Source: an optimization exercise on an open RTL-to-GDS flow (aim: small area). Production flows keep margins and buffers that such runs may drop. Function was checked by simulation only, so behaviour that the tests miss may differ from the original. Power figures rest on the tool's default switching activity, not on a simulated workload. No driver is modelled on the clock port, so clocking that relies on it looks cheaper here than on a real chip.

==> flow/design.v <==
`timescale 1ns/1ps
module reg_file (
    input  logic       clk,
    input  logic [4:0] raddr1,
    input  logic [4:0] raddr2,
    output logic       rbit1,
    output logic       rbit2,
    input  logic       wen,
    input  logic [4:0] waddr,
    input  logic       wbit
);
    logic [31:0] tap;
    assign tap[0] = 1'b0;    
    genvar r;
    generate
        for (r = 1; r < 32; r++) begin : g_reg
            logic [31:0] ring;
            always_ff @(posedge clk) begin
                ring <= {(wen && waddr == 5'(r)) ? wbit : ring[0], ring[31:1]};
            end
            assign tap[r] = ring[0];
        end
    endgenerate
    assign rbit1 = tap[raddr1];
    assign rbit2 = tap[raddr2];
endmodule
`timescale 1ns/1ps
module cpu_top (
    input  logic        clk,
    input  logic        rst,
    output logic [31:0] imem_pc,
    input  logic [31:0] instruction,
    output logic [31:0] dmem_addr,
    output logic [31:0] dmem_wdata,
    output logic        dmem_write,
    output logic        dmem_read,
    input  logic [31:0] read_data
);
    logic [4:0]  ph;         
    logic        p2;         
    logic        rz;         
    logic        pend;       
    logic        f;          
    logic        cy;         
    logic        cyp;        
    logic        ib1, ib2;   
    logic [11:2] pch;
    logic [31:0] ring;
    logic [31:0] asr;        
    logic [31:0] wsr;        
    logic [31:0] ins;
    logic [5:0]  op, fn;
    logic        special, r_alu, i_alu, jr, jmp, jal, br, bne, lw, sw;
    logic        is_slt, slt_u, sub, lgc, zext, is_lui;
    logic [1:0]  lop;
    assign ins     = instruction;
    assign op      = ins[31:26];
    assign fn      = ins[5:0];
    assign special = (op == 6'h00);
    assign r_alu   = special && fn[5] && !fn[4] && (fn[3] ? (!fn[2] && fn[1]) : (fn[2] || fn[0]));
    assign jr      = special && (fn == 6'h08);
    assign i_alu   = (op[5:3] == 3'b001) && (op[2:0] != 3'b000);
    assign br      = (op[5:1] == 5'b00010);
    assign bne     = op[0];
    assign jmp     = (op[5:1] == 5'b00001);
    assign jal     = jmp && op[0];
    assign lw      = (op == 6'h23);
    assign sw      = (op == 6'h2b);
    assign is_slt  = r_alu ? fn[3] : (i_alu && !op[2] && op[1]);
    assign slt_u   = special ? fn[0] : op[0];
    assign sub     = special ? fn[1] : (!op[5] && op[1]);
    assign lgc     = special ? fn[2] : op[2];
    assign lop     = special ? fn[1:0] : op[1:0];
    assign zext    = i_alu && op[2];
    assign is_lui  = i_alu && (op[2:0] == 3'b111);
    logic ph0, ph31, ph2, lowph, ph_ge18, ph_ge28;
    assign ph0     = (ph == 5'd0);
    assign ph2     = (ph == 5'd2);
    assign ph31    = (ph == 5'd31);
    assign lowph   = (ph[4:1] == 4'd0);
    assign ph_ge18 = ph[4] && (ph[3:1] != 3'd0);
    assign ph_ge28 = (ph[4:2] == 3'b111);
    logic ibit;
    logic ibit_lo, ibit_hi;
    assign ibit_lo = ins[ph[3:0]];
    assign ibit_hi = ph[3] ? ins[{4'b1100, ph[0]}] : ins[{2'b10, ph[2:0]}];
    assign ibit    = (ph[4] && !is_lui) ? ibit_hi : ibit_lo;
    logic a, b, wen, wbit;
    logic [4:0] wa;
    reg_file u_rf (
        .clk    (clk),
        .raddr1 (ins[25:21]),
        .raddr2 (ins[20:16]),
        .rbit1  (a),
        .rbit2  (b),
        .wen    (wen),
        .waddr  (wa),
        .wbit   (wbit)
    );
    logic aa, immb, offb, bsel, bb, cin, s, cy_n, lres, res, lt, e;
    logic pcsum;
    assign aa   = br ? pcsum : a;    
    assign immb = ph[4] ? (ins[15] && !zext) : ibit;
    assign offb = !lowph && (ph_ge18 ? ins[15] : ib2);
    assign bsel = special ? b : (br ? offb : immb);
    assign bb   = bsel ^ sub;
    assign cin  = ph0 ? sub : cy;
    assign s    = aa ^ bb ^ cin;
    assign cy_n = (aa & bb) | (aa & cin) | (bb & cin);
    always_comb begin
        case (lop)
            2'b00:   lres = a & bsel;
            2'b01:   lres = a | bsel;
            2'b10:   lres = a ^ bsel;
            default: lres = special ? !(a | bsel) : (ph[4] && ibit);
        endcase
    end
    assign res = lgc ? lres : s;
    assign lt  = (a ^ bsel) ? (slt_u ? bsel : a) : !cy_n;
    assign e   = !(a ^ b);
    logic pcb, cyp_in, ring_in;
    assign pcb    = !rz && (pend ? asr[0] : ring[0]);
    assign cyp_in = ph2 ? !p2 : cyp;
    assign pcsum  = !lowph && (pcb ^ cyp_in);
    always_comb begin
        if (lowph)                    ring_in = 1'b0;
        else if (!p2 && jmp && !ph_ge28) ring_in = ib2;
        else if (!p2 && jr)           ring_in = a;
        else                          ring_in = pcsum;
    end
    assign wa   = special ? ins[15:11] : (ins[20:16] | {5{jal}});
    assign wen  = p2 ? (is_slt || lw) : (((r_alu || i_alu) && !is_slt) || jal);
    assign wbit = p2 ? (lw ? wsr[0] : (ph0 && f))
                     : (jal ? pcsum : res);
    logic taken, needs2;
    assign taken  = (f && e) ^ bne;
    assign needs2 = !p2 && (is_slt || lw);
    always_ff @(posedge clk) begin
        cy   <= cy_n;
        cyp  <= pcb & cyp_in;
        ib1  <= ibit;
        ib2  <= ib1;
        ring <= {ring_in, ring[31:1]};
        asr  <= {s, asr[31:1]};
        if (dmem_read) wsr <= read_data;
        else           wsr <= {b, wsr[31:1]};
        f    <= (ph31 && is_slt) ? lt : ((ph0 || f) && e);
        if (rst) begin
            ph  <= 5'd0;
            p2  <= 1'b0;
            rz  <= 1'b1;
            pend <= 1'b0;
            pch <= '0;
        end else begin
            ph <= ph + 5'd1;
            if (ph31) begin
                p2  <= needs2;
                rz  <= 1'b0;
                pend <= !p2 && br && taken;
                if (!p2 && br && taken) pch <= asr[12:3];
                else if (!needs2)       pch <= ring[12:3];
            end
        end
    end
    assign imem_pc    = {ring[31:12], pch, 2'b00};
    assign dmem_addr  = {s, asr[31:3], 2'b00};
    assign dmem_wdata = {b, wsr[31:1]};
    assign dmem_write = !p2 && sw && ph31;
    assign dmem_read  = !p2 && lw && ph31;
endmodule
==> flow/flow/run.sh <==
#!/bin/bash
# The standard ORFS layout (standard.sh), with three changes:
#  - synthesis is the standard flow's own script (synth_recipe.tcl, unchanged), except that
#    the ABC call that maps the combinational logic to cells uses an
#    area-oriented script (flow/abc_area_map.script: strash; dc2; dch; amap)
#    instead of ORFS's delay-oriented one. Registers are untouched by it;
#  - ports are buffered with buf_1 instead of the flow's default buffer cell;
#  - the clock tree clusters up to 35 flip-flops per clkbuf_16 within 100 um and
#    inserts no dummy loads.
# make's output goes to standard.log; each ORFS step logs under orfs/logs/.
set -euo pipefail
HERE=$(pwd)
export BUFFER_PORTS_ARGS="-buffer_cell sky130_fd_sc_hd__buf_1"
export CTS_ARGS="-sink_clustering_enable -repair_clock_nets -dont_use_dummy_load -buf_list sky130_fd_sc_hd__clkbuf_16 -sink_clustering_size 35 -sink_clustering_max_diameter 100"
cat > "$HERE/area_synth.tcl" <<EOT
proc abc {args} {
  set i [lsearch -exact \$args -script]
  if {\$i >= 0} { lset args [expr {\$i + 1}] $HERE/flow/abc_area_map.script }
  yosys abc {*}\$args
}
source $HERE/synth_recipe.tcl
EOT
sed "s#SYNTH_SCRIPT=[^ ]*#SYNTH_SCRIPT=$HERE/area_synth.tcl#" standard.sh > standard_area.sh
grep -q "SYNTH_SCRIPT=$HERE/area_synth.tcl" standard_area.sh
bash standard_area.sh > standard.log 2>&1
==> flow/flow/abc_area_map.script <==
strash
dc2
dch
amap
==> flow/standard.sh <==
#!/bin/bash
# synth_recipe.tcl (not shown) runs the flow's synth.tcl, then flattens the netlist and writes it again
# the make line also repeats each setting of config.mk as NAME=value (left out here)
make -C /OpenROAD-flow-scripts/flow DESIGN_CONFIG=/design/flow/config.mk WORK_HOME=/design/flow/orfs CLKGATE_MAP_FILE= SYNTH_SCRIPT=/design/flow/synth_recipe.tcl "${@:-finish}"
==> flow/config.mk <==
export PLATFORM = sky130hd
export DESIGN_NAME = cpu_top
export DESIGN_NICKNAME = cpu_top
export VERILOG_FILES = /design/flow/design.v
export SDC_FILE = /design/flow/constraint.sdc
export NUM_CORES = 4
export LEC_CHECK = 0
export CAP_MARGIN = 20
export CORE_MARGIN = 2
export CORE_UTILIZATION = 60
export SLEW_MARGIN = 20
==> flow/constraint.sdc <==
create_clock -name core_clock -period 8.0 [get_ports {clk}]
set_input_delay 1.6000 -clock core_clock [delete_from_list [all_inputs] [get_ports {clk}]]
set_output_delay 1.6000 -clock core_clock [all_outputs]
set_load 0.01 [all_outputs]
==> run summary <==
==> routing by layer <==
layer | vias to the layer above | share of wire [%] | GRT usage, %
li1 | 5420 | - | -
met3 | 45 | 4.9 | 3.49
met5 | - | 0.037 | 0
met1 | 5014 | 51 | 23.7
met2 | 184 | 42 | 23.9
met4 | 2 | 2.1 | 5.37
==> sequential cells by signal (all words and copies together), names as in the netlist, 5 cells and up <==
| register | cells |
|---|---|
| ring | 32 |
| asr | 32 |
| wsr | 32 |
| u_rf.g.ring | 992 |
| ph | 5 |
| pch | 10 |
==> critical path, stage by stage <==
cell	delay, ns
buf_1	0.56
clkinv_1	0.61
a221oi_1	0.42
a31oi_1	0.06
o21ai_0	0.21
o22ai_1	0.10
o21ai_0	0.46
o32ai_1	0.23
clkinv_1	0.13
nor2_1	0.05
a21oi_1	0.16
fa_1	0.47
clkinv_1	0.09
buf_1	0.15
==> Yosys cell counts (2+ instances only) <==
cell type / instances / area [um^2]
a21oi_1: 41 / 205
and3_1: 2 / 12.5
nor3_1: 23 / 115
o21ai_0: 24 / 120
o32ai_1: 8 / 70.1
a22oi_1: 2 / 15.0
nor2b_1: 4 / 25.0
nor4_1: 4 / 25.0
o221ai_1: 15 / 131
a31oi_1: 9 / 56.3
nand2_1: 16 / 60.1
nand3_1: 4 / 20.0
a32oi_1: 3 / 26.3
buf_4: 86 / 646
nand4_1: 5 / 31.3
nor2_1: 90 / 338
a211oi_1: 4 / 30.0
clkinv_1: 45 / 169
or2_0: 2 / 12.5
a221oi_1: 28 / 245
o22a_1: 32 / 280
o22ai_1: 7 / 43.8
dfxtp_1: 1111 / 22200
ha_1: 6 / 75.1
or3_1: 13 / 81.3
o31ai_1: 3 / 22.5
a221o_1: 8 / 80.1
==> how the worst max path moves through the flow <==
stage | slack [ns] | endpoint | from | cells after the start
6_report | 1.08 | dmem_addr[31] | instruction[18] | 14
3_5_place_dp | 1.02 | dmem_addr[31] | instruction[18] | 14
2_1_floorplan | 1.80 | dmem_addr[31] | instruction[31] | 10
5_1_grt | 0.68 | dmem_addr[31] | instruction[18] | 14
3_3_place_gp | 1.14 | dmem_addr[31] | instruction[18] | 14
4_1_cts | 1.04 | dmem_addr[31] | instruction[18] | 14
==> logic make-up (layout without fill, tap and decap cells) <==
kind of cell / Yosys count / in the layout / share of synthesized area [%]
buffers and inverters: 131 / 247 / 3.22
other: 1 / 12 / 0.0148
AND/OR/NAND/NOR: 166 / 166 / 2.95
adder cells (fa/ha/maj): 7 / 7 / 0.376
AO/OA/AOI/OAI: 189 / 189 / 5.42
flip-flops: 1111 / 1111 / 88.0
==> power breakdown <==
| group | switching [mW] | internal (mW) | leakage (nW) |
|---|---|---|---|
| combinational | 0.179 | 0.0962 | 0.878 |
| sequential | 0.0750 | 5.68 | 8.98 |
| clock | 1.42 | 0.846 | 0.456 |
| total | 1.68 | 6.62 | 10.3 |
==> placed cells by master (no fill, tap or decap), types with 5 or more instances in the layout <==
cell,synthesis,routed
a21oi_1,41,41
a221o_1,8,8
a221oi_1,28,28
a31oi_1,9,9
buf_1,0,159
buf_4,86,6
clkbuf_16,0,37
clkinv_1,45,45
dfxtp_1,1111,1111
diode_2,0,8
ha_1,6,6
nand2_1,16,16
nand4_1,5,5
nor2_1,90,89
nor3_1,23,23
o21ai_0,24,23
o221ai_1,15,15
o22a_1,32,32
o22ai_1,7,7
o32ai_1,8,8
or3_1,13,13
==> area by class of cell <==
type / instances / area (um^2)
sequential: 1111 / 22200
multi-input combinational: 366 / 2230
fill: 3098 / 14900
antenna: 8 / 20.0
clock buffer: 37 / 926
inverter: 45 / 169
tap: 539 / 674
timing repair buffer: 165 / 642
==> results.tsv <==
stage	metric	value	unit
drt	drt wl/cell	15.6	um
sta	Min Clock Period, post-route	6.92	ns
grt	pin count of the biggest net entering global routing	36	
setup_path	CP arrival	5.32	ns
power	VDD IR max	260	uV
setup_path	worst flop-to-flop path startpoint	ph[0]	
finish	Non-Filler Instances	2271	
clock_tree	clock slew at reported path FFs	0.11	ns
sta	Hold Fails Final Rpt	0	
clock_tree	CTS tree	built	
synth	number of synthesized flops with an enable pin	0	
grt	All-Layer GR Usage	16.1	%
grt	vias in the first global route	10100	
drt	Pre-antenna DRT Iters	4	
setup_path	Critical Path RT	6.40	ns
floorplanning	core area	41800	um^2
setup_path	kind of critical path	in -> out	
sta	Clock Skew	0.0404	ns
setup_path	peak fanout along the critical path	17	
placement	Post-DP Area	26000	um^2
drt	Vias	10700	
synth	Synth Cell Area	25300	um^2
drt	antenna violation net count after detailed routing	0	
finish	# nets final	1799	
floorplanning	site row count	75	
clock_tree	Num CTS Buffers	37	
run	Max-Cap Viols	0	
drt	DRC	0	
floorplanning	starting density of the core	60.5	%
sta	post-route setup slack	1.08	ns
clock_tree	H-tree depth	2	
synth	synth warn	2	
finish	fin area	26900	um^2
placement	gp weighted congestion	0.804	
placement	port bufs	159	
synth	Netlist cell types	37	
clock_tree	cells resized by post-CTS repair	0	
outcome	status	timing/DRC/antenna clean	
synth	Synth Flop Type	dfxtp_1	
clock_tree	CTS Buffer Depth	3	
grt	grt total ovfl	0	
grt	initial antenna violation count	6	
finish	Area Overhead vs Synth	6.48	%
floorplanning	Vert. Die Dim	209	um
placement	Placed Instances	2226	
finish	final core utilization	64.4	%
floorplanning	die width	209	um
worst_hold_path	HP Class	reg -> reg	
power	pwr/cell area	308	nW/um^2
power	Static Leak	10.3	nW
placement	HPWL after DPL	23100	um
placement	worst slack, placed	1.02	ns
power	Pwr Total	8.30	mW
worst_hold_path	hold wc startpoint	u_rf.g_reg[24].ring[6]	
clock_tree	Sink Count	1111	
setup_path	critical path capture point type	output port	
synth	Seq cells post-synth	1111	
clock_tree	post-CTS setup buffers	0	
sta	final period utilization	86.4	%
synth	post-synthesis sequential area ratio	88.0	%
sta	RSZ-0062 raised after global routing	false	
clock_tree	root buffer cell	clkbuf_16	
synth	async set-or-reset flop fraction in the synthesized netlist	0	%
worst_hold_path	Worst Hold Depth	0	
clock_tree	CTS Hold Bufs	0	
finish	fraction of layout cells with a size suffix above 1	2.61	%
setup_path	startpoint types	primary input	
drt	1st-iter DRT viols	621	
sta	Sum Neg Setup Slack	0	ns
sta	Setup Viol. Count Final	0	
worst_hold_path	Hold EP	u_rf.g_reg[24].ring[5]	
floorplanning	I/O pin total	164	
setup_path	reg-to-reg endpoint	u_rf.g_reg[31].ring[31]	
sta	Max Slew Vio Count	0	
drt	Post-Route WL	35500	um
floorplanning	die area	43800	um^2
setup_path	R2R Setup Slk	3.37	ns
synth	post-synthesis cell count	1605	
sta	relative slew slack	33.7	%
drt	Vias/cell	4.70	
sta	fmax	145	MHz
grt	first-pass GRT wire length	54800	um
sta	Slew @ Worst Pin	0.991	ns
sta	Worst Hold Margin	0.312	ns
synth	Avg Cell Area, Syn	15.7	um^2
clock_tree	clock latency (worst-skew pair)	0.58	ns
setup_path	FF-to-FF path depth	16	

re-timing with driven ports:
In the flow no input, the clock included, has a driving cell. The finished layout below was timed again as built, in two steps.
Step 1 sets driving cells, clkbuf_16 on the clock port and buf_2 on the other inputs (assumed; they add their load-dependent delay and slew).
Step 2 also shifts input and output timing later by t, the mid clock arrival at the registers, as if the neighbouring blocks saw the same clock.
a / b / c = no drivers / after step 1 / after step 2; a / b = the first two.
t (ns): 0.617
setup WS [ns]: 1.085 / 0.985 / 0.985
worst setup path at the end: input to output
slew at the worst register clock pin (ns): 0.12 / 0.12
worst slew at a driven data input, ns: 0.10
After both steps setup and hold are still met in this run. For this run, drivers alone change the setup slack by -0.100 ns; drivers and shift together by -0.100 ns.
